Context: an optimization exercise on an open-source flow, tuned for small area, a short achievable clock period and few clock cycles per item. The choices shown serve that exercise and are no tape-out recipe. Function was checked by simulation only, so behaviour that the tests miss may differ from the original.

==> flow/design.v <==
package bfa_pkg;
  localparam int Clusters = 1024;
  localparam int IdxW     = $clog2(Clusters);
  localparam int CntW     = IdxW + 1;
  localparam int WordW    = 16;
  localparam int Words    = Clusters / WordW;
  localparam int WordAw   = $clog2(Words);
  localparam int BitAw    = $clog2(WordW);
  localparam logic [0:0] ACT_ALLOC   = 1'b0;
  localparam logic [0:0] ACT_RELEASE = 1'b1;
  localparam logic [1:0] ALG_FIRST = 2'd0;
  localparam logic [1:0] ALG_BEST  = 2'd1;
  localparam logic [1:0] ALG_WORST = 2'd2;
  localparam logic [1:0] ALG_NONE  = 2'd3;   
  localparam logic [1:0] ST_OK       = 2'd0;
  localparam logic [1:0] ST_NOSPACE  = 2'd1;
  localparam logic [1:0] ST_NOFIT    = 2'd2;
  localparam logic [1:0] ST_BADRANGE = 2'd3;
  typedef struct packed {
    logic [0:0]      action;
    logic [1:0]      algorithm;
    logic [CntW-1:0] cluster_count;
    logic [IdxW-1:0] start_index;
  } req_t;
  typedef struct packed {
    logic [1:0]      status;
    logic [IdxW-1:0] granted_start;
    logic [CntW-1:0] granted_count;
    logic [CntW-1:0] free_count;
  } rsp_t;
endpackage
module bfa_tree #(
  parameter int LW = 7,     
  parameter int K0 = 0,     
  parameter int K1 = 7,     
  parameter int NI = 1 << (LW - K0),
  parameter int NO = 1 << (LW - K1)
) (
  input  logic [NI-1:0][LW:0]   pi, ti, li,
  input  logic [NI-1:0][LW-1:0] tsi, si,
  input  logic [NI-1:0]         vi,
  input  logic [10:0]           n,
  input  logic [LW-1:1]         hz,     
  input  logic                  best,
  input  logic                  worst,
  output logic [NO-1:0][LW:0]   po, to, lo,
  output logic [NO-1:0][LW-1:0] tso, so,
  output logic [NO-1:0]         vo
);
  localparam int W = 1 << LW;
  logic [LW:0][W-1:0][LW:0]   P, T, L;
  logic [LW:0][W-1:0][LW-1:0] S, TS;
  logic [LW:0][W-1:0]         V;
  for (genvar i = 0; i < NI; i++) begin : g_in
    assign P[K0][i] = pi[i];   assign T[K0][i] = ti[i];   assign TS[K0][i] = tsi[i];
    assign V[K0][i] = vi[i];   assign L[K0][i] = li[i];   assign S[K0][i]  = si[i];
  end
  for (genvar k = K0; k < K1; k++) begin : g_lvl
    localparam logic [LW:0] SZ = (LW+1)'(1) << k;
    for (genvar i = 0; i < (W >> (k + 1)); i++) begin : g_node
      logic [LW:0]   lp, lt, rp, rt, ml, ll, rl;
      logic          lf, rf, mv, lv, rv, m_l, r_l, r_m, pick_m, pick_r;
      logic [LW-1:0] ls, rs, ms;
      assign lp = P[k][2*i];   assign lt = T[k][2*i];
      assign rp = P[k][2*i+1]; assign rt = T[k][2*i+1];
      assign lf = lp[k];       assign rf = rp[k];
      assign lv = V[k][2*i];   assign ll = L[k][2*i];   assign ls = S[k][2*i];
      assign rv = V[k][2*i+1]; assign rl = L[k][2*i+1];
      assign rs = S[k][2*i+1] | SZ[LW-1:0];
      assign ml = lt + rp;
      assign ms = (lt != '0) ? TS[k][2*i] : SZ[LW-1:0];
      if (k == 0) begin : g_m0
        assign mv = 1'b0;
      end else begin : g_m
        assign mv = !lf && !rf && (ml != '0) && hz[k] &&
                    (ml >= ((LW+1)'(n) & ((LW+1)'(SZ << 1) - 1'b1)));
      end
      assign m_l = (best && ml < ll) || (worst && ml > ll);
      assign r_l = (best && rl < ll) || (worst && rl > ll);
      assign r_m = (best && rl < ml) || (worst && rl > ml);
      assign pick_r = rv && (!lv || r_l) && (!mv || r_m);
      assign pick_m = !pick_r && mv && (!lv || m_l);
      assign P[k+1][i]  = !lf ? lp : rf ? (SZ << 1) : (rp | SZ);
      assign T[k+1][i]  = !rf ? rt : lf ? (SZ << 1) : (lt | SZ);
      assign TS[k+1][i] = rf ? ms : (TS[k][2*i+1] | SZ[LW-1:0]);
      assign V[k+1][i]  = lv || mv || rv;
      assign L[k+1][i]  = pick_r ? rl : (pick_m ? ml : ll);
      assign S[k+1][i]  = pick_r ? rs : (pick_m ? ms : ls);
    end
  end
  for (genvar i = 0; i < NO; i++) begin : g_out
    assign po[i]  = P[K1][i];  assign to[i] = T[K1][i];  assign tso[i] = TS[K1][i];
    assign vo[i]  = V[K1][i];  assign lo[i] = L[K1][i];  assign so[i]  = S[K1][i];
  end
endmodule
module bitmap_fit_allocator_unit (
  input  logic           clk,
  input  logic           rst,
  input  logic           req_valid,
  output logic           req_ready,
  input  bfa_pkg::req_t  req,
  output logic           rsp_valid,
  input  logic           rsp_ready,
  output bfa_pkg::rsp_t  rsp
);
  localparam int IdxW  = bfa_pkg::IdxW;    
  localparam int CntW  = bfa_pkg::CntW;    
  localparam int LW    = 7;
  localparam int W     = 1 << LW;          
  localparam int NW    = 1024 / W;         
  localparam int AW    = IdxW - LW;        
  localparam int KS    = 5;                
  localparam int NS    = W >> KS;          
  localparam logic [1:0] K_SCAN = 2'd0;    
  localparam logic [1:0] K_REL  = 2'd1;    
  localparam logic [1:0] K_BAD  = 2'd2;    
  localparam logic [1:0] M_IDLE = 2'd0;
  localparam logic [1:0] M_SCAN = 2'd1;
  localparam logic [1:0] M_WAIT = 2'd2;
  localparam logic [1:0] M_MARK = 2'd3;
  logic stall;
  logic r_valid;
  assign stall = r_valid && !rsp_ready;
  logic [W-1:0]  fmap [NW];
  logic [NW-1:1] wone;       
  logic [W-1:0]  rd;
  logic [AW-1:0] rp;         
  logic [NW-1:0] rsel;       
  logic          wr_en;
  logic [W-1:0]  wr_word, wr_bus;
  assign wr_bus = wr_word | {W{rst}};
  always_ff @(posedge clk) begin
    for (int i = 0; i < NW; i++) begin
      if (rst || (wr_en && rsel[i])) fmap[i] <= wr_bus;
    end
    for (int i = 1; i < NW; i++) begin
      if (rst || (wr_en && rsel[i])) wone[i] <= &wr_bus;
    end
  end
  always_comb begin
    rd = '0;
    for (int i = 0; i < NW; i++) rd = rd | (fmap[i] & {W{rsel[i]}});
  end
  logic          nxt_v;
  bfa_pkg::req_t cur, nxt;
  logic          bad;        
  logic [1:0]    mode;
  logic [IdxW-1:0] lo;       
  logic alloc, best, worst, first;
  logic [LW-1:1] hz;         
  assign alloc = (cur.action == bfa_pkg::ACT_ALLOC);
  logic [IdxW-1:0] me;
  logic [W-1:0]    lo_mask, hi_mask, mk_mask, r_bits;
  logic            scanning;
  assign scanning = (mode == M_SCAN);
  assign me = lo + cur.cluster_count[IdxW-1:0] - 1'b1;
  always_comb begin
    for (int i = 0; i < W; i++) begin
      lo_mask[i] = (rp != lo[IdxW-1:LW]) || (LW'(i) >= lo[LW-1:0]);
      hi_mask[i] = scanning || (rp != me[IdxW-1:LW]) || (LW'(i) <= me[LW-1:0]);
    end
  end
  assign mk_mask = lo_mask & hi_mask;
  assign wr_word = alloc ? (rd & ~mk_mask) : (rd | mk_mask);
  logic [W-1:0] c_bits;
  assign r_bits  = rd & lo_mask;
  assign c_bits  = alloc ? r_bits : (~rd & mk_mask);
  logic mark_last;
  assign mark_last = (rp == me[IdxW-1:LW]);
  assign wr_en = (mode == M_MARK) && !bad && !stall;
  logic [W-1:0][LW:0]    lf_p;
  logic [W-1:0][LW-1:0]  lf_ts;
  logic [NS-1:0][LW:0]   r_p, r_t, r_l;
  logic [NS-1:0][LW-1:0] r_ts, r_s;
  logic [NS-1:0]         r_v;
  logic [LW:0]           r_cnt;
  for (genvar i = 0; i < W; i++) begin : g_leaf
    assign lf_p[i]  = (LW+1)'(r_bits[i]);
    assign lf_ts[i] = '0;
  end
  bfa_tree #(.LW(LW), .K0(0), .K1(KS)) u_tree_lo (
    .pi(lf_p), .ti(lf_p), .li('0), .tsi(lf_ts), .si(lf_ts), .vi('0),
    .n(cur.cluster_count), .hz(hz), .best(best), .worst(worst),
    .po(r_p), .to(r_t), .lo(r_l), .tso(r_ts), .so(r_s), .vo(r_v)
  );
  always_comb begin
    r_cnt = '0;
    for (int i = 0; i < W; i++) r_cnt = r_cnt + (LW+1)'(c_bits[i]);
  end
  logic r_tail, t_tail;
  always_comb begin
    r_tail = 1'b1;
    for (int i = 1; i < NW; i++) if (AW'(i) > rp && !wone[i]) r_tail = 1'b0;
  end
  logic            t_v;
  logic [1:0]      t_k;
  logic            t_last;
  logic [AW-1:0]   t_w;
  logic [IdxW-1:0] t_s;
  logic [CntW-1:0] t_n;
  logic [LW:0]     t_cnt;
  logic [NS-1:0][KS:0]   t_p, t_t;
  logic [NS-1:0][KS-1:0] t_ts, t_l, t_s4;
  logic [NS-1:0]         t_vv;
  logic [NS-1:0][LW:0]   u_p, u_t, u_l;
  logic [NS-1:0][LW-1:0] u_ts, u_s;
  for (genvar i = 0; i < NS; i++) begin : g_mid
    assign u_p[i]  = (LW+1)'(t_p[i]);
    assign u_t[i]  = (LW+1)'(t_t[i]);
    assign u_l[i]  = (LW+1)'(t_l[i]);
    assign u_ts[i] = LW'(t_ts[i]);
    assign u_s[i]  = LW'(t_s4[i]);
  end
  logic [LW:0]   wpre, wsuf, wbl;
  logic          wbv;
  logic [LW-1:0] wbs, wts;
  bfa_tree #(.LW(LW), .K0(KS), .K1(LW)) u_tree_hi (
    .pi(u_p), .ti(u_t), .li(u_l), .tsi(u_ts), .si(u_s), .vi(t_vv),
    .n(cur.cluster_count), .hz(hz), .best(best), .worst(worst),
    .po(wpre), .to(wsuf), .lo(wbl), .tso(wts), .so(wbs), .vo(wbv)
  );
  function automatic logic beats(input logic [CntW-1:0] l, input logic [CntW-1:0] ol);
    beats = (best && l < ol) || (worst && l > ol);
  endfunction
  logic            tail, wfull;
  logic [IdxW-1:0] base;
  logic [CntW-1:0] xtra, f_len;
  logic [IdxW-1:0] f_start, i_start;
  logic            fv, iv, pf;
  assign wfull = wpre[LW];
  assign base  = {t_w, {LW{1'b0}}};
  assign tail = t_tail;
  assign xtra    = tail ? CntW'({~t_w, {LW{1'b0}}}) : '0;
  assign i_start = base | IdxW'(wbs);
  assign f_len   = CntW'(wsuf) + xtra;
  assign f_start = (wsuf == '0) ? {t_w + 1'b1, {LW{1'b0}}} : (base | IdxW'(wts));
  assign iv = wbv;
  assign fv = (f_len >= cur.cluster_count) && !wfull && (first || tail);
  assign pf = fv && (!iv || beats(f_len, CntW'(wbl)));
  logic [CntW-1:0] add_w, need_w;
  logic [CntW:0]   db_w, kf_w, kp_w;
  assign add_w  = wfull ? CntW'(W) + xtra : CntW'(wpre);
  assign need_w = (cur.cluster_count > add_w) ? cur.cluster_count - add_w : '0;
  assign db_w   = (CntW+1)'(pf ? f_len : CntW'(wbl)) - (CntW+1)'(add_w);
  assign kf_w   = (CntW+1)'(add_w) - (CntW+1)'(t_cnt);
  assign kp_w   = (CntW+1)'(wsuf) - (CntW+1)'(t_cnt);
  logic beq_w, nge_w;
  assign beq_w  = (pf ? f_len : CntW'(wbl)) == cur.cluster_count;
  assign nge_w  = cur.cluster_count >= add_w;
  logic            c_v;
  logic [1:0]      c_k;
  logic            c_last;
  logic [IdxW-1:0] c_s;
  logic [CntW-1:0] c_n;
  logic [LW:0]     c_cnt;
  logic [IdxW-1:0] c_base;
  logic [CntW-1:0] c_add;     
  logic            c_ends;    
  logic            c_full;
  logic [LW:0]     c_suf;
  logic [IdxW-1:0] c_fs;
  logic            c_bv;
  logic [CntW-1:0] c_bl;
  logic [IdxW-1:0] c_bs;
  logic            c_tail;
  logic [CntW-1:0] c_need;    
  logic [CntW:0]   c_db;      
  logic [CntW:0]   c_kf, c_kp;  
  logic            c_beq;     
  logic            c_nge;     
  logic [CntW-1:0] cl;       
  logic [IdxW-1:0] cs;
  logic            hv;       
  logic [CntW-1:0] hl;
  logic [IdxW-1:0] hs;
  logic            heq;      
  logic [CntW-1:0] unseen;   
  logic [CntW-1:0] free_total;
  logic [CntW-1:0] c_len;
  logic [IdxW-1:0] c_start;
  logic            cv;
  assign c_len   = cl + c_add;
  assign c_start = (cl == '0) ? c_base : cs;
  assign cv      = (cl >= c_need) && c_ends;
  logic            n_v, n_eq;
  logic [CntW-1:0] n_l;
  logic [IdxW-1:0] n_s;
  logic            pc, pb;
  always_comb begin
    logic b_c;
    b_c = (best && (c_db[CntW] || c_db[CntW-1:0] < cl)) ||
          (worst && !c_db[CntW] && c_db[CntW-1:0] > cl);
    pb = c_bv && (!hv || beats(c_bl, hl)) && (!cv || b_c);
    pc = !pb && cv && (!hv || beats(c_len, hl));
    n_v = hv || cv || c_bv;
    n_l = pb ? c_bl : pc ? c_len : hl;
    n_s = pb ? c_bs : pc ? c_start : hs;
    n_eq = pb ? c_beq : pc ? (c_nge && cl == c_need) : heq;
  end
  logic [CntW-1:0] ncl, rem;
  logic [CntW:0]   rem_s;
  logic [IdxW-1:0] ncs;
  logic            scan_end, found;
  assign ncl    = c_full ? c_len : CntW'(c_suf);
  assign ncs    = c_full ? c_start : c_fs;
  assign rem_s  = c_full ? ((CntW+1)'(cl) + (CntW+1)'(unseen) + c_kf)
                         : ((CntW+1)'(unseen) + c_kp);
  assign rem    = rem_s[CntW-1:0];
  logic ge_rem;
  assign ge_rem = pb ? (c_bl >= rem) : pc ? (c_len >= rem) : (hl >= rem);
  assign scan_end = c_v && (c_k == K_SCAN) &&
                    (c_tail || (first && n_v) || (rem < cur.cluster_count) ||
                     (best && n_v && n_eq) ||
                     (worst && n_v && ge_rem));
  assign found = n_v;
  logic [CntW-1:0] free_n;
  always_comb begin
    free_n = free_total;
    if (c_v && c_k == K_REL) free_n = free_total + CntW'(c_cnt);
    if (scan_end && found)   free_n = free_total - cur.cluster_count;
  end
  logic [1:0]      r_status;
  logic [IdxW-1:0] r_start;
  logic [CntW-1:0] r_count;
  logic            answer;
  assign answer = c_v && ((c_k == K_SCAN) ? scan_end : (c_k == K_BAD || c_last));
  logic r_done;
  always_comb begin
    r_done = 1'b0;
    case (mode)
      M_IDLE: r_done = 1'b1;
      M_SCAN, M_WAIT: r_done = bad;
      M_MARK: r_done = bad || mark_last;
      default: r_done = 1'b1;
    endcase
  end
  assign req_ready = !nxt_v;
  logic take, load;
  assign take = req_valid && req_ready;
  bfa_pkg::req_t src;
  assign src  = nxt_v ? nxt : req;
  assign load = !stall && r_done && (nxt_v || take);
  always_ff @(posedge clk) begin
    if (rst) begin
      nxt_v      <= 1'b0;
      mode       <= M_IDLE;
      t_v        <= 1'b0;
      c_v        <= 1'b0;
      r_valid    <= 1'b0;
      free_total <= CntW'(1024);
      unseen     <= CntW'(1024);
    end else begin
      if (r_valid && rsp_ready) r_valid <= 1'b0;
      if (take && !(load && !nxt_v)) begin
        nxt   <= req;
        nxt_v <= 1'b1;
      end else if (nxt_v && load) begin
        nxt_v <= 1'b0;
      end
      if (!stall) begin
        t_v    <= 1'b0;
        t_k    <= K_SCAN;
        t_last <= 1'b0;
        t_w    <= rp;
        t_tail <= r_tail;
        t_s    <= lo;
        t_n    <= cur.cluster_count;
        t_cnt  <= r_cnt;
        for (int i = 0; i < NS; i++) begin
          t_p[i]  <= r_p[i][KS:0];
          t_t[i]  <= r_t[i][KS:0];
          t_ts[i] <= r_ts[i][KS-1:0];
          t_l[i]  <= r_l[i][KS-1:0];
          t_s4[i] <= r_s[i][KS-1:0];
          t_vv[i] <= r_v[i];
        end
        if (mode != M_IDLE && bad) begin
          t_v    <= 1'b1;
          t_k    <= K_BAD;
          t_last <= alloc;
        end else if (mode == M_SCAN) begin
          t_v    <= !scan_end;
          t_last <= (rp == AW'(NW - 1));
          if (rp == AW'(NW - 1)) mode <= M_WAIT;
          rp <= rp + 1'b1;
          rsel <= {rsel[NW-2:0], rsel[NW-1]};
        end else if (mode == M_MARK) begin
          t_v    <= !alloc;
          t_k    <= K_REL;
          t_last <= mark_last;
          rp     <= rp + 1'b1;
          rsel   <= {rsel[NW-2:0], rsel[NW-1]};
        end
        if (load) begin
          cur   <= src;
          best  <= (src.algorithm == bfa_pkg::ALG_BEST);
          worst <= (src.algorithm == bfa_pkg::ALG_WORST);
          first <= (src.algorithm == bfa_pkg::ALG_FIRST);
          for (int k = 1; k < LW; k++) hz[k] <= (src.cluster_count >> (k + 1)) == '0;
          bad  <= (src.cluster_count == '0) ||
                  ((src.action == bfa_pkg::ACT_ALLOC)
                     ? (src.algorithm == bfa_pkg::ALG_NONE)
                     : ((CntW+1)'(src.start_index) + (CntW+1)'(src.cluster_count)
                        > (CntW+1)'(1024)));
          mode <= (src.action == bfa_pkg::ACT_ALLOC) ? M_SCAN : M_MARK;
          lo   <= src.start_index;
          rp   <= src.start_index[IdxW-1:LW];
          rsel <= NW'(1) << src.start_index[IdxW-1:LW];
        end else if (r_done) begin
          mode <= M_IDLE;
        end else if (scan_end) begin
          mode <= found ? M_MARK : M_IDLE;
          lo   <= n_s;
          rp   <= n_s[IdxW-1:LW];
          rsel <= NW'(1) << n_s[IdxW-1:LW];
        end
        c_v    <= t_v && !scan_end;
        c_k    <= t_k;
        c_last <= t_last;
        c_s    <= t_s;
        c_n    <= t_n;
        c_cnt  <= t_cnt;
        c_base <= base;
        c_add  <= add_w;
        c_ends <= first || !wfull || tail;
        c_full <= wfull;
        c_suf  <= wsuf;
        c_fs   <= f_start;
        c_bv   <= iv || fv;
        c_bl   <= pf ? f_len : CntW'(wbl);
        c_bs   <= pf ? f_start : i_start;
        c_tail <= tail;
        c_need <= need_w;
        c_db   <= db_w;
        c_kf   <= kf_w;
        c_kp   <= kp_w;
        c_beq  <= beq_w;
        c_nge  <= nge_w;
        if (load && src.action == bfa_pkg::ACT_ALLOC) begin
          cl <= '0; cs <= '0; hv <= 1'b0; hl <= '0; hs <= '0; heq <= 1'b0;
        end else if (c_v && c_k == K_SCAN) begin
          cl <= ncl; cs <= ncs; hv <= n_v; hl <= n_l; hs <= n_s; heq <= n_eq;
        end
        free_total <= free_n;
        if (load && src.action == bfa_pkg::ACT_ALLOC) unseen <= free_n;
        else if (c_v && c_k == K_REL) unseen <= unseen + CntW'(c_cnt);
        else if (c_v && c_k == K_SCAN) unseen <= unseen - CntW'(c_cnt);
        if (answer) begin
          r_valid <= 1'b1;
          if (c_k == K_SCAN) begin
            r_status <= found ? bfa_pkg::ST_OK
                      : (free_total < cur.cluster_count) ? bfa_pkg::ST_NOSPACE
                                                         : bfa_pkg::ST_NOFIT;
            r_start  <= found ? n_s : '0;
            r_count  <= found ? cur.cluster_count : '0;
          end else if (c_k == K_REL) begin
            r_status <= bfa_pkg::ST_OK;
            r_start  <= c_s;
            r_count  <= c_n;
          end else begin
            r_status <= c_last ? bfa_pkg::ST_NOFIT : bfa_pkg::ST_BADRANGE;
            r_start  <= '0;
            r_count  <= '0;
          end
        end
      end
    end
  end
  assign rsp.status        = r_status;
  assign rsp.granted_start = r_start;
  assign rsp.granted_count = r_count;
  assign rsp.free_count    = free_total;
  assign rsp_valid         = r_valid;
endmodule
module bitmap_fit_allocator (
  input  logic        clk,
  input  logic        rst,
  input  logic        req_valid,
  output logic        req_ready,
  input  logic        req_action,
  input  logic [1:0]  req_algorithm,
  input  logic [10:0] req_count,
  input  logic [9:0]  req_start,
  output logic        rsp_valid,
  input  logic        rsp_ready,
  output logic [1:0]  rsp_status,
  output logic [9:0]  rsp_start,
  output logic [10:0] rsp_count,
  output logic [10:0] rsp_free
);
  bfa_pkg::req_t req;
  bfa_pkg::rsp_t rsp;
  assign req.action        = req_action;
  assign req.algorithm     = req_algorithm;
  assign req.cluster_count = req_count;
  assign req.start_index   = req_start;
  assign rsp_status = rsp.status;
  assign rsp_start  = rsp.granted_start;
  assign rsp_count  = rsp.granted_count;
  assign rsp_free   = rsp.free_count;
  bitmap_fit_allocator_unit u_unit (
    .clk       (clk),
    .rst       (rst),
    .req_valid (req_valid),
    .req_ready (req_ready),
    .req       (req),
    .rsp_valid (rsp_valid),
    .rsp_ready (rsp_ready),
    .rsp       (rsp)
  );
endmodule
==> flow/flow/run.sh <==
#!/bin/bash
set -uo pipefail
WORK=$(pwd)
PLAT=${FLOW_PLATFORM:-sky130hd}
RES=orfs/results/$PLAT/bitmap_fit_allocator/base

# 1. The standard synthesis, in orfs/ where standard.sh keeps its results.
bash standard.sh synth > synth_standard.log 2>&1 || exit 1

# 2. The own synthesis, in orfs_own/, with a copy of ORFS's scripts whose abc
#    script is flow/abc_map.script.
rm -rf scripts_own
cp -r "$FLOW_HOME/scripts" scripts_own
cp flow/abc_map.script scripts_own/abc_speed.script
sed -e "s#WORK_HOME=[^ ]*#WORK_HOME=$WORK/orfs_own#" \
    -e "s#\"\${@:-finish}\"#ADDER_MAP_FILE= SCRIPTS_DIR=$WORK/scripts_own \"\${@:-finish}\"#" \
    standard.sh > standard_own.sh
RES_OWN=orfs_own/results/$PLAT/bitmap_fit_allocator/base
if bash standard_own.sh synth > synth_own.log 2>&1; then
  regs() {
    grep -oE 'sky130_fd_sc_hd__[a-z0-9]*df[a-z0-9]*_[0-9]+ +[^ (]+' "$1" | sort
  }
  regs $RES/1_2_yosys.v > regs_standard.txt
  regs $RES_OWN/1_2_yosys.v > regs_own.txt
  if [[ -s regs_standard.txt ]] && cmp -s regs_standard.txt regs_own.txt; then
    echo "registers match: using the own synthesis" > synth_choice.log
    for f in 1_2_yosys.v 1_2_yosys.sdc 1_synth.odb 1_synth.sdc; do
      cp $RES_OWN/$f $RES/$f
    done
  else
    echo "registers differ: using the standard synthesis" > synth_choice.log
    diff regs_standard.txt regs_own.txt >> synth_choice.log
  fi
else
  echo "own synthesis failed: using the standard synthesis" > synth_choice.log
fi

# 3. The rest of the standard flow, from the floorplan to the final DEF, with
#    the resizer aiming at REPAIR_MARGIN ns of setup slack (at the design's
#    clock period and constraints) instead of config.mk's SETUP_SLACK_MARGIN.
REPAIR_MARGIN=$(cat flow/repair_margin.txt)
sed -e "s#SETUP_SLACK_MARGIN=[^ ]*##" \
    -e "s#\"\${@:-finish}\"#SETUP_SLACK_MARGIN=$REPAIR_MARGIN \"\${@:-finish}\"#" \
    standard.sh > standard_layout.sh
bash standard_layout.sh > layout.log 2>&1
==> flow/flow/abc_map.script <==
strash
dch
map -B 0.9
topo
buffer
upsize
dnsize
==> flow/flow/repair_margin.txt <==
7.5
==> flow/standard.sh <==
#!/bin/bash
# synth_recipe.tcl (not shown) runs the flow's synth.tcl, then flattens the netlist and writes it again
# the make line also repeats each setting of config.mk as NAME=value (left out here)
make -C /OpenROAD-flow-scripts/flow DESIGN_CONFIG=/design/flow/config.mk WORK_HOME=/design/flow/orfs CLKGATE_MAP_FILE= SYNTH_SCRIPT=/design/flow/synth_recipe.tcl "${@:-finish}"
==> flow/config.mk <==
export PLATFORM = sky130hd
export DESIGN_NAME = bitmap_fit_allocator
export DESIGN_NICKNAME = bitmap_fit_allocator
export VERILOG_FILES = /design/flow/design.v
export SDC_FILE = /design/flow/constraint.sdc
export NUM_CORES = 4
export LEC_CHECK = 0
export CAP_MARGIN = 20
export CORE_MARGIN = 2
export CORE_UTILIZATION = 40
export SETUP_SLACK_MARGIN = 5
export SLEW_MARGIN = 20
==> flow/constraint.sdc <==
create_clock -name core_clock -period 15.0 [get_ports {clk}]
set_input_delay 3.0000 -clock core_clock [delete_from_list [all_inputs] [get_ports {clk}]]
set_output_delay 3.0000 -clock core_clock [all_outputs]
set_load 0.01 [all_outputs]
==> flow_summary.json, run 1 <==
{
  "initial_core_util_pct": 40.3,
  "skew_ns": 0.124,
  "tightest_slew_ns": 1.35,
  "synth_nets": 12748,
  "io_buffer_count": 63,
  "start_kind": "primary input",
  "syn_area_mm2": 0.0969,
  "via_per_inst": 5.79,
  "htree_levels": 4,
  "pre_cts_ws_ns": 6.21,
  "place_area_mm2": 0.101,
  "layout_common_cells": "nand2_1 (3451), inv_1 (1589), edfxtp_1 (1446)",
  "nets": 13201,
  "cts_tree": "yes",
  "cp_num_buf_inv": 4,
  "first_pass_iters": 8,
  "routedWlPerCell_um": 26.4,
  "vias": 95476,
  "worst_slack_ns": 7.65,
  "antenna_found_initial": 14,
  "fin_crit_sh_pct": 49.0,
  "grt_pass1_wl_um": 581000,
  "rsz0062_at_grt": "true",
  "route.met2.wl_um": 189000,
  "required_ns": 15.68,
  "run_status": "no timing/DRC/antenna violations",
  "areaGrowthSynthToFinish_pct": 19.2,
  "setup_tns_ns": 0,
  "clock_latency_ns": 0.92,
  "rows": 180,
  "yosys_warnings": 3,
  "finalCriticalPeriod_ns": 7.35,
  "numCtsBuffers": 163,
  "synthCells": 12720,
  "routed.top_layer": "met5",
  "wl_met3_um": 43600,
  "hold_path.class": "register to register",
  "worstSetupPathType": "primary input to register",
  "setup.worst_path.end_class": "register",
  "met1_length_um": 173000,
  "grt_pass1_vias": 83585,
  "layout_commonest_cell": "nand2_1",
  "cts_buffer_depth": 3,
  "ant_nets": 0,
  "cp_slowest_cell": "nor4_1",
  "fmax_mhz": 136,
  "dp.final_hpwl_um": 296000,
  "fp.dieArea_mm2": 0.246,
  "avgSynthCellArea_um2": 7.62,
  "crit_family": "simple AND/OR/NAND/NOR gates",
  "path_cells": "buf_4 -> inv_4 -> buf_4 -> o211ai_1 -> nand4_1 -> nor4_1 -> nand2_1 -> nor4_1 -> nand4_1 -> nor4_2 -> buf_4",
  "grt_max_degree": 166,
  "arrival_ns": 8.04,
  "maxSlewViolCount": 0,
  "core_area_mm2": 0.241,
  "clockRootBuffer": "clkbuf_16",
  "clkSlewWorstSetupHoldPaths_ns": 0.06,
  "die_y_um": 496,
  "drc": 0,
  "gr-total-overflow": 0,
  "totalWireLength_um": 434000,
  "critPathMaxFanout": 33,
  "finalHoldViolations": 0,
  "cts.sinks": 1474,
  "setup_viol": 0,
  "io_pins": 64,
  "drive_gt1_share_pct": 15.4,
  "grt_usage_pct": 32.3,
  "drt_iter0_markers": 11205,
  "max_stage_delay_ns": 0.79,
  "stdcell_area_mm2": 0.116,
  "die_w_um": 496,
  "slew_headroom_pct": 8.85,
  "gp_congestion": 1.05,
  "drv_cap": 0,
  "cp_common_cell": "buf_4"
}
==> through the flow <==
stage          hold slack [ns]  util (%)  cells
2_1_floorplan            0.400         -  12720
3_3_place_gp             0.401      42.1  15801
3_5_place_dp             0.405      42.1  15802
4_1_cts                  0.411      45.2  16157
5_1_grt                  0.416      48.0  16481
6_report                 0.414      48.0  16483
==> timing repair <==
action / CTS / global route
setup buffers: 62 / 275
gates resized for setup: 280 / 969
hold buffers: 0 / 0
gates cloned: 6 / 48
pin swaps: 28 / 180
endpoints found under the setup margin: 68 / 84
==> sequential cells by signal, indices dropped and copies added (netlist names), 12 cells and up <==
signal       count
u_unit.nxt      24
u_unit.t_ts     20
u_unit.t_l      20
u_unit.c_db     12
u_unit.t_s4     20
u_unit.t_t      24
u_unit.t_p      24
u_unit.cur      12
u_unit.fmap   1024
==> layout make-up <==
cell class | instances | area, um2
Tap cell | 3185 | 3990
Fill cell | 23506 | 125000
Antenna cell | 3 | 7.51
Timing Repair Buffer | 600 | 6400
Clock buffer | 200 | 4270
Multi-Input combinational cell | 9133 | 48900
Sequential cell | 1474 | 44000
Inverter | 1801 | 6980
Clock inverter | 87 | 1000
==> worst register-to-register path, delay by kind of cell (launching register included) <==
kind / cells / cell delay (ns)
AO/OA/AOI/OAI: 7 / 1.24
XOR/XNOR: 1 / 0.33
buffers and inverters: 6 / 1.18
flip-flops: 1 / 0.43
AND/OR/NAND/NOR: 30 / 3.83
==> per-layer routing <==
| layer | track usage, % | up-vias |
|---|---|---|
| li1 | - | 43944 |
| met1 | 43.0 | 45463 |
| met2 | 50.0 | 4980 |
| met3 | 5.86 | 1083 |
| met4 | 16.9 | 6 |
| met5 | 0 | - |
==> worst paths after layout <==
path | slack [ns] | cells after the start | startpoint | end
worst max register to register | 7.68 | 44 | u_unit.rsel[0]$_DFFE_PP_ | u_unit.t_l[13]$_DFFE_PP_
worst max-delay path | 7.65 | 11 | rst | u_unit.wone[6]$_DFFE_PP_
worst min register to register | 0.41 | 0 | u_unit.t_s[4]$_DFFE_PP_ | u_unit.c_s[4]$_DFFE_PP_
worst min-delay path | 0.41 | 0 | u_unit.t_s[4]$_DFFE_PP_ | u_unit.c_s[4]$_DFFE_PP_
Testbench counts, summed over its fixed seeds: cycles 15,290, items 3,200.
==> run 2, diff against run 1 <==
==> flow/flow/repair_margin.txt (replaced) <==
7
==> run 2 against run 1 <==
Effect of this change: sequential cell count is the same; critical path depth grew 34; worst setup slack lost 0.29 ns; still clean; largest cell class unchanged; final cell count shrank 1.2%; sequential share of layout area grew 1.7 points.
==> flow_summary.json, run 2 <==
{
  "run_status": "no timing/DRC/antenna violations",
  "min_to": "u_unit.c_s[4]$_DFFE_PP_",
  "pre_cts_ws_ns": 6.21,
  "rrSetupSlack_ns": 7.36,
  "setup_tns_ns": 0,
  "numCtsBuffers": 163,
  "totalWireLength_um": 418000,
  "cp_common_cell": "nand2_1",
  "cts_tree": "yes",
  "finalCriticalPeriod_ns": 7.64,
  "areaGrowthSynthToFinish_pct": 14.3,
  "rsz0062_at_grt": "true",
  "first_pass_iters": 9,
  "grt_pass1_vias": 82904,
  "reg2reg_depth": 45,
  "routedWlPerCell_um": 25.7,
  "synth_nets": 12748,
  "htree_levels": 4,
  "yosys_warnings": 3,
  "place_area_mm2": 0.101,
  "hold_path.class": "register to register",
  "top_register": "u_unit.fmap",
  "stdcell_area_mm2": 0.111,
  "critPathLaunch": "u_unit.lo[7]$_DFFE_PP_",
  "fmax_mhz": 131,
  "largest_reg_flops": 1024,
  "required_ns": 15.55,
  "fp.dieArea_mm2": 0.246,
  "worstSetupPathType": "register to register",
  "finalHoldViolations": 0,
  "fin_crit_sh_pct": 50.9,
  "clkSlewWorstSetupHoldPaths_ns": 0.06,
  "setup.worst_path.end_class": "register",
  "drive_gt1_share_pct": 10.6,
  "gr-total-overflow": 0,
  "grt_usage_pct": 31.8,
  "avgSynthCellArea_um2": 7.62,
  "arrival_ns": 8.19,
  "r2r_start": "u_unit.lo[7]$_DFFE_PP_",
  "layout_commonest_cell": "nand2_1",
  "core_area_mm2": 0.241,
  "synthCells": 12720,
  "start_kind": "register",
  "io_pins": 64,
  "die_w_um": 496,
  "antenna_found_initial": 17,
  "cts_buffer_depth": 3,
  "io_buffer_count": 63,
  "vias": 93461,
  "drc": 0,
  "drt_iter0_markers": 11000,
  "ant_nets": 0,
  "syn_area_mm2": 0.0969,
  "rows": 180,
  "worst_slack_ns": 7.36,
  "clockRootBuffer": "clkbuf_16",
  "holdPathStages": 0,
  "die_y_um": 496,
  "r2r-end": "u_unit.t_s4[13]$_DFFE_PP_",
  "grt_pass1_wl_um": 574000,
  "gp_congestion": 1.05,
  "dp.final_hpwl_um": 296000,
  "nets": 12990,
  "slew_headroom_pct": 12.9,
  "final_core_util_pct": 46.0,
  "via_per_inst": 5.74,
  "clock_latency_ns": 0.91,
  "maxSlewViolCount": 0,
  "cp_slowest_cell": "edfxtp_1",
  "drv_cap": 0,
  "skew_ns": 0.117,
  "grt_max_degree": 166,
  "initial_core_util_pct": 40.3,
  "setup_viol": 0,
  "layout_common_cells": "nand2_1 (3581), inv_1 (1614), edfxtp_1 (1446)",
  "hold_start": "u_unit.t_s[4]$_DFFE_PP_",
  "tightest_slew_ns": 1.29,
  "max_stage_delay_ns": 0.50,
  "critPathMaxFanout": 20,
  "cts.sinks": 1474
}
-- run 2: worst max path at each step --
stage,endpoint,cells past startpoint,slack [ns]
finish,u_unit.t_s4[13]$_DFFE_PP_,45,7.36
global route,u_unit.t_l[16]$_DFFE_PP_,50,6.92
CTS,u_unit.t_cnt[6]$_DFFE_PP_,45,6.99
detailed placement,u_unit.t_cnt[6]$_DFFE_PP_,48,6.21
global placement,u_unit.t_cnt[6]$_DFFE_PP_,50,6.24
floorplan,u_unit.r_count[0]$_DFFE_PP_,6,4.90
-- run 2: area by class of cell --
type | instances | area [um2]
Timing Repair Buffer | 394 | 4140
Antenna cell | 8 | 20.0
Clock inverter | 87 | 1000
Tap cell | 3185 | 3990
Multi-Input combinational cell | 9128 | 46500
Clock buffer | 200 | 4270
Sequential cell | 1474 | 44000
Fill cell | 23910 | 130000
Inverter | 1801 | 6870
-- run 2: worst max-delay path, delay by kind of cell (launching register included) --
kind,cells,cell delay (ns)
simple gates,32,4.36
compound gates,7,1.23
xor+xnor,2,0.70
flops,1,0.50
buf+inv,4,0.48
-- run 2: routing by layer --
metal	wire length, um	vias up	GRT usage (%)
li1	-	43530	-
met1	171000	44474	42.6
met2	183000	4526	49.2
met3	38200	927	5.75
met4	25700	4	16.3
met5	27	-	0
-- run 2: repair_timing --
item	4_1_cts	5_1_grt
buffers inserted	17	133
pin swaps	5	62
resized for setup	70	469
hold buffers	0	0
cloned	1	29
setup endpoints to repair	62	67
-- run 2: per-stage QoR --
stage / hold WS [ns] / std cells
2_1_floorplan: 0.400 / 12720
5_1_grt: 0.414 / 16273
3_5_place_dp: 0.405 / 15802
4_1_cts: 0.411 / 16107
3_3_place_gp: 0.401 / 15801
6_report: 0.403 / 16277
==> run 3, diff against run 2 <==
--- a/flow/design.v
+++ b/flow/design.v
@@ -119,7 +119,11 @@
   localparam logic [1:0] M_WAIT = 2'd2;
   localparam logic [1:0] M_MARK = 2'd3;
-  logic stall;
-  logic r_valid;
-  assign stall = r_valid && !rsp_ready;
+  logic            stall;
+  logic            r_valid, q_valid;
+  logic [1:0]      r_status, q_status;
+  logic [IdxW-1:0] r_start, q_start;
+  logic [CntW-1:0] r_count, q_count, r_free, q_free;
+  assign stall = q_valid;
+  logic rst_q;
   logic [W-1:0]  fmap [NW];
   logic [NW-1:1] wone;       
@@ -129,11 +133,12 @@
   logic          wr_en;
   logic [W-1:0]  wr_word, wr_bus;
-  assign wr_bus = wr_word | {W{rst}};
+  assign wr_bus = wr_word | {W{rst_q}};
   always_ff @(posedge clk) begin
+    rst_q <= rst;
     for (int i = 0; i < NW; i++) begin
-      if (rst || (wr_en && rsel[i])) fmap[i] <= wr_bus;
+      if (rst_q || (wr_en && rsel[i])) fmap[i] <= wr_bus;
     end
     for (int i = 1; i < NW; i++) begin
-      if (rst || (wr_en && rsel[i])) wone[i] <= &wr_bus;
+      if (rst_q || (wr_en && rsel[i])) wone[i] <= &wr_bus;
     end
   end
@@ -320,8 +325,25 @@
     if (scan_end && found)   free_n = free_total - cur.cluster_count;
   end
-  logic [1:0]      r_status;
-  logic [IdxW-1:0] r_start;
-  logic [CntW-1:0] r_count;
   logic            answer;
+  logic [1:0]      a_status;
+  logic [IdxW-1:0] a_start;
+  logic [CntW-1:0] a_count;
+  always_comb begin
+    if (c_k == K_SCAN) begin
+      a_status = found ? bfa_pkg::ST_OK
+               : (free_total < cur.cluster_count) ? bfa_pkg::ST_NOSPACE
+                                                  : bfa_pkg::ST_NOFIT;
+      a_start  = found ? n_s : '0;
+      a_count  = found ? cur.cluster_count : '0;
+    end else if (c_k == K_REL) begin
+      a_status = bfa_pkg::ST_OK;
+      a_start  = c_s;
+      a_count  = c_n;
+    end else begin
+      a_status = c_last ? bfa_pkg::ST_NOFIT : bfa_pkg::ST_BADRANGE;
+      a_start  = '0;
+      a_count  = '0;
+    end
+  end
   assign answer = c_v && ((c_k == K_SCAN) ? scan_end : (c_k == K_BAD || c_last));
   logic r_done;
@@ -348,8 +370,23 @@
       c_v        <= 1'b0;
       r_valid    <= 1'b0;
+      q_valid    <= 1'b0;
       free_total <= CntW'(1024);
       unseen     <= CntW'(1024);
     end else begin
-      if (r_valid && rsp_ready) r_valid <= 1'b0;
+      if (!r_valid || rsp_ready) begin
+        if (q_valid) begin
+          r_valid  <= 1'b1;
+          r_status <= q_status; r_start <= q_start; r_count <= q_count; r_free <= q_free;
+          q_valid  <= 1'b0;
+        end else if (answer) begin
+          r_valid  <= 1'b1;
+          r_status <= a_status; r_start <= a_start; r_count <= a_count; r_free <= free_n;
+        end else begin
+          r_valid  <= 1'b0;
+        end
+      end else if (!q_valid && answer) begin
+        q_valid  <= 1'b1;
+        q_status <= a_status; q_start <= a_start; q_count <= a_count; q_free <= free_n;
+      end
       if (take && !(load && !nxt_v)) begin
         nxt   <= req;
@@ -446,22 +483,4 @@
         else if (c_v && c_k == K_REL) unseen <= unseen + CntW'(c_cnt);
         else if (c_v && c_k == K_SCAN) unseen <= unseen - CntW'(c_cnt);
-        if (answer) begin
-          r_valid <= 1'b1;
-          if (c_k == K_SCAN) begin
-            r_status <= found ? bfa_pkg::ST_OK
-                      : (free_total < cur.cluster_count) ? bfa_pkg::ST_NOSPACE
-                                                         : bfa_pkg::ST_NOFIT;
-            r_start  <= found ? n_s : '0;
-            r_count  <= found ? cur.cluster_count : '0;
-          end else if (c_k == K_REL) begin
-            r_status <= bfa_pkg::ST_OK;
-            r_start  <= c_s;
-            r_count  <= c_n;
-          end else begin
-            r_status <= c_last ? bfa_pkg::ST_NOFIT : bfa_pkg::ST_BADRANGE;
-            r_start  <= '0;
-            r_count  <= '0;
-          end
-        end
       end
     end
@@ -470,5 +489,5 @@
   assign rsp.granted_start = r_start;
   assign rsp.granted_count = r_count;
-  assign rsp.free_count    = free_total;
+  assign rsp.free_count    = r_free;
   assign rsp_valid         = r_valid;
 endmodule
==> flow/flow/abc_map.script (replaced) <==
strash
dch
map -B 0.9
buffer
upsize
dnsize
==> flow/flow/repair_margin.txt (replaced) <==
8.5
==> run 3 against run 2 <==
Effect of this change: worst setup slack improved by 0.33 ns; wire length increased by 8.0%; register-to-register slack improved by 0.33 ns; clock skew decreased by 0.052 ns; largest cell class unchanged; critical path type unchanged; sequential cell count increased by 47; die area increased by 2.2%; highest routed layer unchanged; count of clock-buffer cells in the layout increased by 4.
==> flow_summary.json, run 3 <==
{
  "grt_pass1_vias": 91300,
  "cp_common_cell": "nand2_1",
  "synthCells": 12800,
  "totalWireLength_um": 451000,
  "largest_reg_flops": 1024,
  "min_to": "u_unit.c_s[7]$_DFFE_PP_",
  "yosys_warnings": 3,
  "gp_congestion": 1.12,
  "gr-total-overflow": 0,
  "core_area_mm2": 0.246,
  "io_buffer_count": 63,
  "initial_core_util_pct": 40.3,
  "rrSetupSlack_ns": 7.69,
  "start_kind": "register",
  "arrival_ns": 7.89,
  "holdPathStages": 0,
  "skew_ns": 0.0649,
  "fp.dieArea_mm2": 0.252,
  "numCtsBuffers": 165,
  "fin_crit_sh_pct": 48.8,
  "cts_tree": "yes",
  "die_w_um": 502,
  "areaGrowthSynthToFinish_pct": 33.4,
  "run_status": "no timing/DRC/antenna violations",
  "worstSetupPathType": "register to register",
  "first_pass_iters": 9,
  "grt_pass1_wl_um": 625000,
  "vias": 102634,
  "avgSynthCellArea_um2": 7.74,
  "grt_max_degree": 157,
  "cts_buffer_depth": 3,
  "reg2reg_depth": 58,
  "cts.sinks": 1521,
  "layout_common_cells": "nand2_1 (3060), edfxtp_1 (1491), inv_1 (1370)",
  "critPathMaxFanout": 5,
  "dp.final_hpwl_um": 283000,
  "cp_slowest_cell": "nand3b_1",
  "top_register": "u_unit.fmap",
  "setup.worst_path.end_class": "register",
  "r2r_start": "u_unit.lo[3]$_DFFE_PP_",
  "synth_nets": 12828,
  "r2r-end": "u_unit.t_cnt[6]$_DFFE_PP_",
  "drc": 0,
  "clockRootBuffer": "clkbuf_16",
  "layout_commonest_cell": "nand2_1",
  "tightest_slew_ns": 1.34,
  "drv_cap": 0,
  "rows": 182,
  "drive_gt1_share_pct": 29.2,
  "slew_headroom_pct": 9.69,
  "grt_usage_pct": 33.9,
  "finalHoldViolations": 0,
  "routedWlPerCell_um": 25.8,
  "nets": 14083,
  "clock_latency_ns": 0.88,
  "cts_hold_buf": 0,
  "whs_ns": 0.416,
  "antenna_found_initial": 19,
  "io_pins": 64,
  "hold_start": "u_unit.t_s[7]$_DFFE_PP_",
  "finalCriticalPeriod_ns": 7.31,
  "required_ns": 15.58,
  "rsz0062_at_grt": "true",
  "fmax_mhz": 137,
  "syn_area_mm2": 0.0991,
  "clkSlewWorstSetupHoldPaths_ns": 0.06,
  "setup_tns_ns": 0,
  "die_y_um": 502,
  "setup_viol": 0,
  "max_stage_delay_ns": 0.50,
  "hold_path.class": "register to register",
  "via_per_inst": 5.86,
  "maxSlewViolCount": 0,
  "drt_iter0_markers": 13290,
  "ant_nets": 0,
  "htree_levels": 4
}
[run 3: repair_timing]
action | in CTS | in global routing
cloned | 61 | 6
setup endpoints to repair | 226 | 218
gates resized for setup | 1788 | 1427
pin swaps | 467 | 624
buffers inserted | 708 | 429
[run 3: how the worst max path moves through the flow]
stage                                            to                      from  slack (ns)  depth (start not counted)
after floorplan                u_unit.bad$_DFFE_PP_                       rst        5.54                          4
after global placement    u_unit.t_cnt[6]$_DFFE_PP_  u_unit.cur[15]$_DFFE_PP_        5.97                         55
after detailed placement  u_unit.t_cnt[6]$_DFFE_PP_  u_unit.cur[15]$_DFFE_PP_        6.09                         55
after CTS                 u_unit.t_cnt[6]$_DFFE_PP_    u_unit.lo[6]$_DFFE_PP_        8.20                         64
after global routing      u_unit.t_cnt[6]$_DFFE_PP_  u_unit.cur[14]$_DFFE_PP_        7.36                         61
final                     u_unit.t_cnt[6]$_DFFE_PP_    u_unit.lo[3]$_DFFE_PP_        7.69                         58
[run 3: per-stage QoR]
stage	std cells	cell area, um2	setup WS [ns]	utilization, %
2_1_floorplan	12800	99200	5.54	-
6_report	17511	132000	7.69	53.7
4_1_cts	17065	124000	8.20	50.2
3_5_place_dp	15993	104000	6.09	42.1
5_1_grt	17507	132000	7.36	53.7
3_3_place_gp	15990	104000	5.97	42.1
[run 3: layer usage]
metal | up-vias | global-route usage (%) | part of all wire, %
met1 | 48556 | 42.6 | 37
met4 | 16 | 22.9 | 8.7
met5 | - | 0.0772 | 0.065
met3 | 1814 | 9.18 | 12
li1 | 45894 | - | -
met2 | 6354 | 50.8 | 42
[run 3: cell type report]
type	count	area, um2
fillers	22228	114000
multi-input cells	9186	55900
flip-flops and latches	1521	45400
repair buffers	1404	13800
inverters	1777	7180
clock buffers	204	4410
well taps	3312	4140
clock inverters	99	1310
diodes	8	20.0
[run 3: critical path, delay by kind of cell, from the launching register on]
kind / cells / cell delay, ns
AOI/OAI and AO/OA: 5 / 0.84
buffers and inverters: 9 / 0.92
DFF: 1 / 0.44
and+or+nand+nor: 44 / 4.77
Testbench counts of run 3, summed over its fixed seeds: cycles 15,290, items 3,200.
==> run 4, diff against run 3 <==
==> flow/flow/abc_map.script (replaced) <==
strash
dch
map -B 0.9
topo
buffer
upsize
dnsize
==> flow/flow/repair_margin.txt (replaced) <==
7.5
==> run 4 against run 3 <==
Effect of this change: still clean on timing, DRC and antenna; sequential share of layout area up 3.7 points; via count is 5.9% lower; highest routed layer unchanged; critical endpoint unchanged; largest cell class unchanged; register-to-register slack better by 0.03 ns; critical path type unchanged; core utilization fell by 5.2 points.
==> flow_summary.json, run 4 <==
{
  "ant_nets": 0,
  "max_stage_delay_ns": 0.39,
  "routedWlPerCell_um": 25.4,
  "critPathCapture": "u_unit.t_cnt[6]$_DFFE_PP_",
  "synth_nets": 12828,
  "io_pins": 64,
  "fin_crit_sh_pct": 48.5,
  "first_pass_iters": 9,
  "clock_latency_ns": 0.87,
  "drv_cap": 0,
  "drive_gt1_share_pct": 17.8,
  "arrival_ns": 7.85,
  "initial_core_util_pct": 40.3,
  "grt_pass1_wl_um": 576000,
  "via_per_inst": 5.76,
  "cp_slowest_cell": "edfxtp_1",
  "die_w_um": 502,
  "r2r_start": "u_unit.lo[3]$_DFFE_PP_",
  "cts_buffer_depth": 3,
  "reg2reg_depth": 59,
  "grt_max_degree": 85,
  "numCtsBuffers": 166,
  "io_buffer_count": 63,
  "clockRootBuffer": "clkbuf_16",
  "dp.final_hpwl_um": 291000,
  "skew_ns": 0.0670,
  "largest_reg_flops": 1024,
  "maxSlewViolCount": 0,
  "clkSlewWorstSetupHoldPaths_ns": 0.06,
  "rows": 182,
  "start_kind": "register",
  "setup_viol": 0,
  "finalHoldViolations": 0,
  "critPathLaunch": "u_unit.lo[3]$_DFFE_PP_",
  "gr-total-overflow": 0,
  "slew_headroom_pct": 17.9,
  "layout_commonest_cell": "nand2_1",
  "grt_pass1_vias": 84209,
  "r2r-end": "u_unit.t_cnt[6]$_DFFE_PP_",
  "grt_usage_pct": 31.1,
  "rrSetupSlack_ns": 7.72,
  "cts.sinks": 1521,
  "top_register": "u_unit.fmap",
  "cp_common_cell": "nand2_1",
  "rsz0062_at_grt": "true",
  "core_area_mm2": 0.246,
  "cts_hold_buf": 0,
  "yosys_warnings": 3,
  "fmax_mhz": 137,
  "die_y_um": 502,
  "vias": 96627,
  "totalWireLength_um": 427000,
  "run_status": "no timing/DRC/antenna violations",
  "finalCriticalPeriod_ns": 7.28,
  "htree_levels": 4,
  "critPathMaxFanout": 11,
  "areaGrowthSynthToFinish_pct": 20.4,
  "placedCellCount": 16006,
  "drt_iter0_markers": 12306,
  "fp.dieArea_mm2": 0.252,
  "layout_common_cells": "nand2_1 (3442), inv_1 (1544), edfxtp_1 (1491)",
  "hold_start": "u_unit.t_n[6]$_DFFE_PP_",
  "nets": 13362,
  "drc": 0,
  "avgSynthCellArea_um2": 7.74,
  "worstSetupPathType": "register to register",
  "hold_path.class": "register to register",
  "required_ns": 15.56,
  "antenna_found_initial": 7,
  "gp_congestion": 1.10,
  "synthCells": 12800,
  "cts_tree": "yes",
  "setup.worst_path.end_class": "register",
  "tightest_slew_ns": 1.23,
  "fin_cells": 16785,
  "setup_tns_ns": 0,
  "syn_area_mm2": 0.0991
}
==> run 4: per-layer routing <==
layer / vias up / track usage [%] / part of all wire [%]
li1: 44357 / - / -
met1: 45689 / 39.8 / 38
met2: 5368 / 48.8 / 44
met3: 1209 / 6.64 / 11
met4: 4 / 17.5 / 7.4
met5: - / 0 / 0.0080
==> run 4: worst min path at each step <==
| stage | slack (ns) | endpoint | cells after the start |
|---|---|---|---|
| after floorplan | 0.40 | u_unit.c_k[0]$_DFFE_PP_ | 0 |
| after global placement | 0.40 | u_unit.c_n[8]$_DFFE_PP_ | 0 |
| after detailed placement | 0.40 | u_unit.c_n[10]$_DFFE_PP_ | 0 |
| after CTS | 0.38 | u_unit.c_n[6]$_DFFE_PP_ | 0 |
| after global routing | 0.42 | u_unit.c_n[6]$_DFFE_PP_ | 0 |
| final | 0.40 | u_unit.c_n[6]$_DFFE_PP_ | 0 |
==> run 4: area by class of cell <==
class	count	area, um2
timing repair buffer	688	6980
antenna	5	12.5
tap	3312	4140
sequential	1521	45400
clock inverter	106	1040
fill	23832	127000
inverter	1777	6960
multi-input combinational	9179	50500
clock buffer	196	4320
timing repair inverter	1	11.3
==> run 4: repair_timing <==
| action | in CTS | in global routing |
|---|---|---|
| pin swaps | 33 | 281 |
| resized for setup | 364 | 1132 |
| cloned | 8 | 40 |
| setup endpoints to repair | 78 | 122 |
| setup buffers | 79 | 345 |
==> run 4: per-stage QoR <==
stage | util (%) | hold WS [ns] | worst slack [ns] | area (um2)
after floorplan | - | 0.400 | 4.10 | 99200
after global placement | 42.1 | 0.401 | 5.81 | 104000
after detailed placement | 42.1 | 0.405 | 5.91 | 104000
after CTS | 45.3 | 0.383 | 7.49 | 111000
after global routing | 48.5 | 0.418 | 7.29 | 119000
final | 48.5 | 0.396 | 7.72 | 119000
==> run 4: critical path, delay by kind of cell (launching register included) <==
kind                   cells  cell delay [ns]
AND/OR/NAND/NOR           48             4.98
buffers and inverters      8             1.02
AO/OA/AOI/OAI              3             0.54
flip-flops                 1             0.39
==> run 5, diff against run 4 <==
==> flow/flow/repair_margin.txt (replaced) <==
7
==> run 5 against run 4 <==
Effect of this change: global-route usage grew 0.30 points; highest routed layer unchanged; die area is the same; core utilization down 2.3 points.
==> flow_summary.json, run 5 <==
{
  "cts_buffer_depth": 3,
  "areaGrowthSynthToFinish_pct": 14.6,
  "reg2reg_depth": 47,
  "top_register": "u_unit.fmap",
  "layout_commonest_cell": "nand2_1",
  "io_buffer_count": 63,
  "first_pass_iters": 9,
  "run_status": "no timing/DRC/antenna violations",
  "die_w_um": 502,
  "critPathMaxFanout": 16,
  "hold_path.class": "register to register",
  "maxSlewViolCount": 0,
  "rows": 182,
  "cts_hold_buf": 0,
  "clkSlewWorstSetupHoldPaths_ns": 0.06,
  "totalWireLength_um": 413000,
  "setup_viol": 0,
  "min_to": "u_unit.c_s[6]$_DFFE_PP_",
  "arrival_ns": 8.22,
  "clockRootBuffer": "clkbuf_16",
  "cp_slowest_cell": "edfxtp_1",
  "syn_area_mm2": 0.0991,
  "via_per_inst": 5.68,
  "largest_reg_flops": 1024,
  "dp.final_hpwl_um": 299000,
  "fmax_mhz": 130,
  "fp.dieArea_mm2": 0.252,
  "start_kind": "register",
  "max_stage_delay_ns": 0.43,
  "layout_common_cells": "nand2_1 (3611), inv_1 (1595), edfxtp_1 (1491)",
  "grt_pass1_wl_um": 581000,
  "critPathLaunch": "u_unit.lo[3]$_DFFE_PP_",
  "cp_common_cell": "nand2_1",
  "tightest_slew_ns": 1.25,
  "r2r_start": "u_unit.lo[3]$_DFFE_PP_",
  "met1_usage_pct": 41.3,
  "holdPathStages": 0,
  "drv_cap": 0,
  "cts_tree": "yes",
  "r2r-end": "u_unit.t_s4[12]$_DFFE_PP_",
  "vias": 93564,
  "hold_start": "u_unit.t_s[6]$_DFFE_PP_",
  "nets": 13058,
  "slew_headroom_pct": 16.0,
  "die_y_um": 502,
  "ant_nets": 0,
  "avgSynthCellArea_um2": 7.74,
  "drt_iter0_markers": 11518,
  "routedWlPerCell_um": 25.1,
  "numCtsBuffers": 168,
  "grt_usage_pct": 31.4,
  "grt_pass1_vias": 83946,
  "clock_latency_ns": 0.87,
  "antenna_found_initial": 13,
  "grt_busiest_layer": "met2",
  "finalCriticalPeriod_ns": 7.71,
  "grt_use_met2_pct": 49.0,
  "synth_nets": 12828,
  "initial_core_util_pct": 40.3,
  "io_pins": 64,
  "drive_gt1_share_pct": 11.9,
  "rsz0062_at_grt": "true",
  "fin_crit_sh_pct": 51.4,
  "htree_levels": 4,
  "required_ns": 15.51,
  "synthCells": 12800,
  "worstSetupPathType": "register to register",
  "grt_util_met3_pct": 5.24,
  "core_area_mm2": 0.246,
  "drc": 0,
  "cts.sinks": 1521,
  "setup.worst_path.end_class": "register",
  "finalHoldViolations": 0,
  "setup_tns_ns": 0,
  "grt_max_degree": 153,
  "yosys_warnings": 3,
  "skew_ns": 0.0843,
  "gr-total-overflow": 0,
  "rrSetupSlack_ns": 7.29,
  "gp_congestion": 1.06
}
## run 5: through the flow
| step | area (um2) | util, % | hold WS, ns | setup slack [ns] | instances |
|---|---|---|---|---|---|
| after floorplan | 99200 | - | 0.400 | 4.25 | 12800 |
| after global placement | 104000 | 42.1 | 0.401 | 5.66 | 16004 |
| after detailed placement | 104000 | 42.1 | 0.405 | 5.67 | 16005 |
| after CTS | 110000 | 44.7 | 0.359 | 7.00 | 16343 |
| after global routing | 114000 | 46.1 | 0.383 | 6.95 | 16478 |
| final | 114000 | 46.1 | 0.361 | 7.29 | 16482 |
## run 5: worst max-delay path by stage
stage	endpoint	cells after the start
floorplan	u_unit.fmap[0][0]$_DFFE_PP_	6
global placement	u_unit.t_cnt[6]$_DFFE_PP_	52
detailed placement	u_unit.t_cnt[6]$_DFFE_PP_	53
CTS	u_unit.t_l[16]$_DFFE_PP_	47
global route	u_unit.t_l[17]$_DFFE_PP_	52
finish	u_unit.t_s4[12]$_DFFE_PP_	47
## run 5: metal layers
| metal | vias to the layer above | share of wire, % | wire [um] |
|---|---|---|---|
| met3 | 921 | 9.0 | 37200 |
| met5 | - | 0.022 | 89 |
| met4 | 6 | 6.6 | 27100 |
| met2 | 4472 | 44 | 183000 |
| li1 | 43750 | - | - |
| met1 | 44415 | 40 | 166000 |
## run 5: cell type report
type / count / area (um2)
Fill cell: 24341 / 133000
Multi-Input combinational cell: 9173 / 47600
Sequential cell: 1521 / 45400
Inverter: 1777 / 6850
Clock buffer: 208 / 4430
Tap cell: 3312 / 4140
Timing Repair Buffer: 389 / 4080
Clock inverter: 97 / 1060
Antenna cell: 5 / 12.5
## run 5: critical path: cells and delay by family (launching register included)
| kind | cells | cell delay (ns) |
|---|---|---|
| AND/OR/NAND/NOR | 35 | 4.90 |
| buffers and inverters | 7 | 1.11 |
| AO/OA/AOI/OAI | 5 | 0.81 |
| flip-flops | 1 | 0.43 |
## run 5: timing repair
action,CTS,global route
buffers inserted,28,121
setup endpoints to repair,58,61
gates cloned,5,13
resized for setup,140,537
pin swaps,7,55
==> run 6, diff against run 5 <==
==> flow/flow/repair_margin.txt (replaced) <==
7.5
--- a/flow/config.mk
+++ b/flow/config.mk
@@ -8,5 +8,5 @@
 export CAP_MARGIN = 20
 export CORE_MARGIN = 2
-export CORE_UTILIZATION = 40
+export CORE_UTILIZATION = 50
 export SETUP_SLACK_MARGIN = 5
 export SLEW_MARGIN = 20
==> run 6 against run 5 <==
Effect of this change: sequential share of layout area shrank 1.6 points; worst hold slack improved by 0.054 ns; cell area is 4.2% higher; worst setup slack better by 0.28 ns; global-route usage increased by 8.2 points; synthesized area is the same; clock skew down 0.030 ns; die area is 20% lower; critical endpoint is now u_unit.wone[4]$_DFFE_PP_; highest routed layer unchanged.
==> flow_summary.json, run 6 <==
{
  "run_status": "no timing/DRC/antenna violations",
  "fp.dieArea_mm2": 0.202,
  "routedWlPerCell_um": 27.0,
  "clockRootBuffer": "clkbuf_16",
  "maxSlewViolCount": 0,
  "stdcell_area_mm2": 0.118,
  "top_register": "u_unit.fmap",
  "synth_nets": 12828,
  "first_pass_iters": 11,
  "route.met2.wl_um": 184000,
  "drc": 0,
  "cp_slowest_cell": "nor4_1",
  "io_buffer_count": 63,
  "ant_nets": 0,
  "cts_tree": "yes",
  "multi_input_area_mm2": 0.0500,
  "clkSlewWorstSetupHoldPaths_ns": 0.06,
  "tightest_slew_ns": 1.19,
  "via_per_inst": 6.16,
  "critPathMaxFanout": 11,
  "cts_buffer_depth": 3,
  "met1_length_um": 165000,
  "nets": 13368,
  "setup_viol": 0,
  "setup.worst_path.end_class": "register",
  "final_core_util_pct": 60.0,
  "yosys_warnings": 3,
  "vias": 99294,
  "rrSetupSlack_ns": 7.56,
  "worstSetupPathType": "register to register",
  "wl_met3_um": 54200,
  "grt_pass1_vias": 87569,
  "core_area_mm2": 0.197,
  "avgSynthCellArea_um2": 7.74,
  "rows": 163,
  "grt_pass1_wl_um": 589000,
  "grt_usage_pct": 39.5,
  "worst_slack_ns": 7.56,
  "layout_commonest_cell": "nand2_1",
  "start_kind": "register",
  "largest_reg_flops": 1024,
  "routed.top_layer": "met5",
  "htree_levels": 4,
  "regArea_mm2": 0.0454,
  "synthCells": 12800,
  "finalCriticalPeriod_ns": 7.44,
  "max_stage_delay_ns": 1.05,
  "dp.final_hpwl_um": 301000,
  "layout_common_cells": "nand2_1 (3505), inv_1 (1545), edfxtp_1 (1491)",
  "rsz0062_at_grt": "true",
  "totalWireLength_um": 436000,
  "initial_core_util_pct": 50.3,
  "numCtsBuffers": 161,
  "hold_path.class": "register to register",
  "io_pins": 64,
  "place_area_mm2": 0.103,
  "pre_cts_ws_ns": 5.82,
  "fillers": 17599,
  "drv_cap": 0,
  "arrival_ns": 7.99,
  "areaGrowthSynthToFinish_pct": 19.4,
  "finalHoldViolations": 0,
  "cts_hold_buf": 0,
  "required_ns": 15.56,
  "cp_common_cell": "buf_4",
  "gr-total-overflow": 0,
  "die_w_um": 449,
  "slew_headroom_pct": 19.5,
  "fmax_mhz": 134,
  "clock_latency_ns": 0.85,
  "gp_congestion": 1.11,
  "drive_gt1_share_pct": 17.1,
  "antenna_found_initial": 16,
  "cts.sinks": 1521,
  "setup_tns_ns": 0,
  "fin_crit_sh_pct": 49.6,
  "die_y_um": 449,
  "path_cells": "inv_4 -> nand2_1 -> nand2_2 -> nand2_1 -> inv_1 -> nor2_4 -> inv_2 -> buf_4 -> nor2_4 -> clkinvlp_4 -> buf_4 -> nor2_2 -> o21ai_0 -> o21ai_0 -> buf_4 -> o21ai_1 -> nand4_1 -> nor4_1 -> nand4_1 -> nor2_1",
  "skew_ns": 0.0542,
  "grt_max_degree": 167,
  "syn_area_mm2": 0.0991,
  "drt_iter0_markers": 13763
}
run 6: repair_timing:
item | 4_1_cts | 5_1_grt
gates resized for setup | 314 | 1027
setup endpoints to repair | 66 | 190
pin swaps | 23 | 212
cloned | 10 | 43
buffers inserted | 68 | 346
run 6: worst paths after layout:
path	start	to	cells after the start
setup reg to reg	u_unit.cur[10]$_DFFE_PP_	u_unit.wone[4]$_DFFE_PP_	20
hold reg to reg	u_unit.t_k[0]$_SDFFCE_PP0P_	u_unit.c_k[0]$_DFFE_PP_	0
setup / recovery	u_unit.cur[10]$_DFFE_PP_	u_unit.wone[4]$_DFFE_PP_	20
hold / removal	u_unit.t_k[0]$_SDFFCE_PP0P_	u_unit.c_k[0]$_DFFE_PP_	0
run 6: metrics by stage:
| stage | std cells | hold WS, ns |
|---|---|---|
| finish | 16123 | 0.415 |
| global route | 16114 | 0.420 |
| CTS | 15721 | 0.414 |
| detailed placement | 15348 | 0.405 |
| global placement | 15340 | 0.401 |
| floorplan | 12800 | 0.400 |
run 6: final cells by class:
type / instances / share of cell area [%]
well taps: 2640 / 2.79
diodes: 11 / 0.0233
flip-flops and latches: 1521 / 38.4
clock buffers: 198 / 3.60
clock inverters: 97 / 1.07
inverters: 1777 / 5.87
repair buffers: 702 / 6.00
multi-input cells: 9177 / 42.3
run 6: critical path, delay by kind of cell, from the launching register on:
kind | cells | cell delay, ns
compound gates | 3 | 1.51
flops | 1 | 0.44
simple gates | 10 | 3.74
buf+inv | 7 | 1.45
run 6: metal layers:
metal	vias to the layer above	GRT usage, %
met4	8	22.4
met1	47160	52.3
li1	44390	-
met2	6346	59.3
met3	1390	9.68
met5	-	0.284

-- afterwards: timing with drivers on the ports --
The flow's constraints put no driver on any port. The routed layouts listed below were extracted and timed again, unchanged, in two steps.
Step 1: set_driving_cell puts a clkbuf_16 on clk and a buf_2 on each other input, an assumption about the parent block.
Step 2 times the ports against the registers' clock, not the clock port: input delays grow and output delays shrink by t, the midpoint of the rising clock arrivals with the driver on.
a / b / c = ideal / step 1 / step 2; a / b = the first two.
run	t (ns)	setup WS [ns]	latest minus earliest clock arrival (ns)	worst register clock-pin slew, ns	worst slew at a driven data input, ns
run 1	0.954	7.648 / 7.682 / 6.770	0.131 / 0.130	0.09 / 0.09	0.13
run 2	0.942	7.360 / 7.360 / 6.857	0.123 / 0.124	0.08 / 0.08	0.14
run 3	0.938	7.687 / 7.687 / 7.687	0.065 / 0.065	0.07 / 0.07	0.08
run 4	0.931	7.719 / 7.719 / 7.685	0.067 / 0.067	0.09 / 0.09	0.07
run 5	0.919	7.287 / 7.287 / 7.287	0.088 / 0.087	0.07 / 0.07	0.08
run 6	0.925	7.563 / 7.563 / 7.563	0.062 / 0.063	0.07 / 0.07	0.05
After both steps every run listed still meets setup and hold. For run 1, which loses most, drivers alone change the setup slack by +0.034 ns; drivers and shift together by -0.878 ns.
